Source: an optimization exercise on an open RTL-to-GDS flow (aim: small area and few clock cycles per item). Production flows keep margins and buffers that such runs may drop.
Where RTL was checked, it was by simulation tests only, not by an equivalence proof against the original.
No activity file was given, so power comes from the tool's default toggle rates.

Design sorted_priority_queue_unit, start of the top module:
module sorted_priority_queue_unit (
  input  logic              clk_i,
  input  logic              rst_ni,
  input  logic              start,
  output logic              busy,
  input  logic              operation_i,
  input  logic [31:0]       entry_data_i,
  input  logic [15:0]       entry_priority_i,
  output logic              done_o,
  output logic [31:0]       result_data_o,
  output logic [1:0]        status_o,
  output logic [4:0]        entry_count_o
);
Size: about 2600 cells after synthesis, about 93 I/O pins.
Settings: LEC_CHECK=0, CAP_MARGIN=20, CORE_MARGIN=2, CORE_UTILIZATION=70, CTS_BUF_LIST=sky130_fd_sc_hd__clkbuf_4, CTS_CLUSTER_DIAMETER=45, CTS_CLUSTER_SIZE=9, PLACE_DENSITY=0.8, SLEW_MARGIN=20; clock period 5.0 ns.
standard.sh (not shown) runs the stock make flow with config.mk's settings and CLKGATE_MAP_FILE= SYNTH_SCRIPT=/design/flow/synth_recipe.tcl, a recipe that flattens the netlist after the stock synthesis.
==> flow/flow/run.sh <==
#!/bin/bash
# The standard layout (standard.sh), with two changes: clock tree synthesis
# inserts no dummy loads, and the port buffers are buf_1 cells.
set -euo pipefail
export CTS_ARGS="-sink_clustering_enable -repair_clock_nets -dont_use_dummy_load -sink_clustering_size 9 -sink_clustering_max_diameter 45 -buf_list sky130_fd_sc_hd__clkbuf_4"
export BUFFER_PORTS_ARGS="-buffer_cell sky130_fd_sc_hd__buf_1"
bash standard.sh > standard.log 2>&1
The baseline ran to the end with no violations.
Testbench counts at the start, summed over its fixed seeds: cycles 24,008, requests 24,000.
==> next run, changes <==
==> flow/flow/run.sh (replaced) <==
#!/bin/bash
# The standard layout (standard.sh), with two changes: clock tree synthesis
# inserts no dummy loads, and the port buffers are buf_1 cells.
set -euo pipefail
export CTS_ARGS="-sink_clustering_enable -repair_clock_nets -dont_use_dummy_load -sink_clustering_size 10 -sink_clustering_max_diameter 50 -buf_list sky130_fd_sc_hd__clkbuf_4"
export BUFFER_PORTS_ARGS="-buffer_cell sky130_fd_sc_hd__buf_1"
bash standard.sh > standard.log 2>&1
Settings changed: CTS_CLUSTER_DIAMETER 45 to 50, CTS_CLUSTER_SIZE 9 to 10.
Effect: Final area hardly moves; non-clock buffer count is unchanged; wire length goes down by 0.70%; total power fell by 0.75%; register-to-register slack improves by 0.09 ns; setup slack loses 0.0090 ns; clock power went down by about 5%; clock skew rose by 0.067 ns; area after synthesis stays the same; combinational power stays flat.
==> next run, changes <==
==> flow/flow/run.sh (replaced) <==
#!/bin/bash
# The standard layout (standard.sh), with two changes: clock tree synthesis
# inserts no dummy loads, and the port buffers are buf_1 cells.
set -euo pipefail
export CTS_ARGS="-sink_clustering_enable -repair_clock_nets -dont_use_dummy_load -sink_clustering_size 12 -sink_clustering_max_diameter 60 -buf_list sky130_fd_sc_hd__clkbuf_8"
export BUFFER_PORTS_ARGS="-buffer_cell sky130_fd_sc_hd__buf_1"
bash standard.sh > standard.log 2>&1
Settings changed: CORE_UTILIZATION 70 to 60, CTS_BUF_LIST sky130_fd_sc_hd__clkbuf_4 to sky130_fd_sc_hd__clkbuf_8, CTS_CLUSTER_DIAMETER 50 to 60, CTS_CLUSTER_SIZE 10 to 12, PLACE_DENSITY 0.8 to 0.7.
After rerunning:
- The new run completed without violations
- utilization goes down by 9.9 points
- clock power goes up by 22%
- critical path depth goes down by 1
- sequential share of layout area goes down by 0.99 points
- routed wire length goes up by 2.7%
- clock-buffer cell count goes down by 16
==> next run, changes <==
Settings changed: CAP_MARGIN 20 to 0, GPL_TIMING_DRIVEN set to 0, SLEW_MARGIN 20 to 0.
What happened: With this change the flow produced a layout that fails on setup timing; core utilization is higher by 0.97 points; power is higher by 9.0%; wire length is higher by 11%.


job 101:
sorted_priority_queue_unit, a different RTL version from the one above (not shown whole).
Size in the first run: roughly 870 flip-flops, ~93 I/O pins, ~38000 sq um of cells after synthesis.
clock: 5.0 ns
lec_check: 0
cap_margin: 20
core_margin: 2
core_utilization: 60
cts_buf_list: sky130_fd_sc_hd__clkbuf_4 sky130_fd_sc_hd__clkbuf_8
place_density: 0.7
slew_margin: 20
run.sh (not shown) runs the stock make flow with config.mk's settings and CLKGATE_MAP_FILE= SYNTH_SCRIPT=/design/flow/synth_recipe.tcl, a recipe that flattens the netlist after the stock synthesis.
Stock flow here: none of the scripts above is used.
Job 101 -> stages 100% | layout checks FAIL | negative setup slack
Edits applied to the flow inputs when going from job 101 to job 102:
# job 101
export LEC_CHECK = 0
export CAP_MARGIN = 20
export CORE_MARGIN = 2
export CORE_UTILIZATION = 60
export CTS_BUF_LIST = sky130_fd_sc_hd__clkbuf_4 sky130_fd_sc_hd__clkbuf_8
export PLACE_DENSITY = 0.7
export SLEW_MARGIN = 20
create_clock -name core_clock -period 5.0 [get_ports {clk_i}]
# job 102
export LEC_CHECK = 0
export CAP_MARGIN = 20
export CORE_MARGIN = 2
export CORE_UTILIZATION = 40
export PLACE_DENSITY = 0.6
export SLEW_MARGIN = 20
create_clock -name core_clock -period 5.0 [get_ports {clk_i}]
Notes after the runs:
- In job 102 the implementation ran to completion but is not tape-out ready, as the final checks report negative setup slack.
- Delta(maximum cell stage delay along the critical path, job 102 - job 101) > 0
- Area: job 102 vs job 101 -> job 102 larger
- The clock skew of job 102 exceeds that of job 101 by 4.0 ps.
- Diff job 102 and job 101: clock buffer instance count of the final layout higher in job 101
- When the final numbers for job 102 and job 101 were put side by side, the minimum clock period after layout turned out to be smaller in job 101.
- All-layer global routing usage | job 102 below job 101
- Looking at number of CTS-inserted buffers, job 102 sits 53 lower than job 101 does.
- Die size: job 102 exceeds job 101
- Diff job 102 and job 101: total power higher in job 102
- In job 102 relative to job 101, sum of routed wire length over all layers had gone up by a few percent.
No functional check of the RTL was part of any run of this note.


RTL: one of the versions met above, not the one the previous note started from.
Size in the first run: roughly 2,600 cells after synthesis, roughly 910 flip-flops, about 93 I/O pins, roughly 38,000 sq um of cells after synthesis.
==> flow/config.mk <==
export PLATFORM = sky130hd
export DESIGN_NAME = sorted_priority_queue_unit
export DESIGN_NICKNAME = sorted_priority_queue_unit
export VERILOG_FILES = /design/flow/design.v
export SDC_FILE = /design/flow/constraint.sdc
export NUM_CORES = 4
export LEC_CHECK = 0
export CAP_MARGIN = 20
export CORE_MARGIN = 2
export CORE_UTILIZATION = 70
export CTS_BUF_LIST = sky130_fd_sc_hd__clkbuf_4
export CTS_CLUSTER_DIAMETER = 45
export CTS_CLUSTER_SIZE = 8
export PLACE_DENSITY = 0.8
export SLEW_MARGIN = 20
==> flow/constraint.sdc <==
create_clock -name core_clock -period 5.0 [get_ports {clk_i}]
set_input_delay 1.0000 -clock core_clock [delete_from_list [all_inputs] [get_ports {clk_i}]]
set_output_delay 1.0000 -clock core_clock [all_outputs]
set_load 0.01 [all_outputs]
Testbench counts at the start, summed over its fixed seeds: cycles 24,008, requests 24,000.
Change:
==> flow/flow/run.sh (new file) <==
#!/bin/bash
# The standard layout (standard.sh), with two changes: clock tree synthesis
# inserts no dummy loads, and the port buffers are buf_1 cells.
set -euo pipefail
export CTS_ARGS="-sink_clustering_enable -repair_clock_nets -dont_use_dummy_load -sink_clustering_size 6 -sink_clustering_max_diameter 40 -buf_list {sky130_fd_sc_hd__clkbuf_2 sky130_fd_sc_hd__clkbuf_4}"
export BUFFER_PORTS_ARGS="-buffer_cell sky130_fd_sc_hd__buf_1"
bash standard.sh > standard.log 2>&1
==> flow/standard.sh (new file) <==
#!/bin/bash
# synth_recipe.tcl (not shown) runs the flow's synth.tcl, then flattens the netlist and writes it again
# the make line also repeats each setting of config.mk as NAME=value (left out here)
make -C /OpenROAD-flow-scripts/flow DESIGN_CONFIG=/design/flow/config.mk WORK_HOME=/design/flow/orfs CLKGATE_MAP_FILE= SYNTH_SCRIPT=/design/flow/synth_recipe.tcl "${@:-finish}"
- CORE_UTILIZATION: 70 -> 60
- CTS_BUF_LIST: sky130_fd_sc_hd__clkbuf_4 -> sky130_fd_sc_hd__clkbuf_2 sky130_fd_sc_hd__clkbuf_4
- CTS_CLUSTER_DIAMETER: 45 -> 40
- CTS_CLUSTER_SIZE: 8 -> 6
- PLACE_DENSITY: 0.8 -> 0.7
removed: flow/run.sh
The new run completed with no timing, DRC or antenna violations. Final area went down by 2.8%. Flip-flop and latch count stays the same. Worst setup slack is better by 0.041 ns. Final cell count rose by about 2.5%. Synthesized cell count stays the same. Via count drops by about 2.5%.
Change:
--- a/flow/flow/run.sh
+++ b/flow/flow/run.sh
@@ -5 +5 @@
-export CTS_ARGS="-sink_clustering_enable -repair_clock_nets -dont_use_dummy_load -sink_clustering_size 6 -sink_clustering_max_diameter 40 -buf_list {sky130_fd_sc_hd__clkbuf_2 sky130_fd_sc_hd__clkbuf_4}"
+export CTS_ARGS="-sink_clustering_enable -repair_clock_nets -dont_use_dummy_load -sink_clustering_size 8 -sink_clustering_max_diameter 50 -buf_list sky130_fd_sc_hd__clkbuf_4"
- CTS_BUF_LIST: sky130_fd_sc_hd__clkbuf_2 sky130_fd_sc_hd__clkbuf_4 -> sky130_fd_sc_hd__clkbuf_8
- CTS_CLUSTER_DIAMETER: 40 -> 60
- CTS_CLUSTER_SIZE: 6 -> 12
Result: The new run completed without violations. Routed wire length shrinks slightly. Final cell count shrinks slightly. Hold slack gains 0.052 ns. Die area is unchanged.

==> afterwards: timing with drivers on the ports <==
The flow's constraints put no driver on any port. The routed layouts listed below were extracted and timed again, unchanged, in two steps.
Step 1: set_driving_cell puts a clkbuf_16 on clk_i and a buf_2 on each other input, an assumption about the parent block.
Step 2 adds t to the input delays and takes it off the output delays; t is the mean of the earliest and latest rising clock arrival at the registers after step 1. Input paths then give back, and output paths get back, about the clock's delay inside the block.
Slacks: ideal ports / drivers / drivers and shift; pairs: ideal ports / drivers.
run | t, ns | setup slack, ns | worst setup path after step 2 | latest minus earliest clock arrival (ns) | worst register clock-pin slew, ns
the first run of note 1 | 0.938 | 0.194 / 0.134 / 0.425 | register to register | 0.085 / 0.085 | 0.11 / 0.11
the second run of note 1 | 0.968 | 0.185 / 0.124 / 0.516 | register to register | 0.136 / 0.135 | 0.11 / 0.11
the third run of note 1 | 0.739 | 0.258 / 0.192 / 0.662 | register to register | 0.110 / 0.109 | 0.09 / 0.09
the fourth run of note 1 | 0.752 | -0.033 / -0.099 / 0.053 | register to register | 0.066 / 0.065 | 0.09 / 0.09
job 101 | 0.851 | -0.528 / -0.528 / -0.528 | register to register | 0.036 / 0.035 | 0.07 / 0.07
job 102 | 0.718 | -0.582 / -0.582 / -0.582 | register to register | 0.033 / 0.033 | 0.07 / 0.07
the first run of note 3 | 1.071 | 0.048 / -0.012 / 0.554 | register to register | 0.067 / 0.066 | 0.10 / 0.10
the second run of note 3 | 1.057 | 0.090 / 0.027 / 0.573 | register to register | 0.164 / 0.164 | 0.08 / 0.08
the third run of note 3 | 1.013 | 0.107 / 0.045 / 0.656 | register to register | 0.122 / 0.122 | 0.10 / 0.10
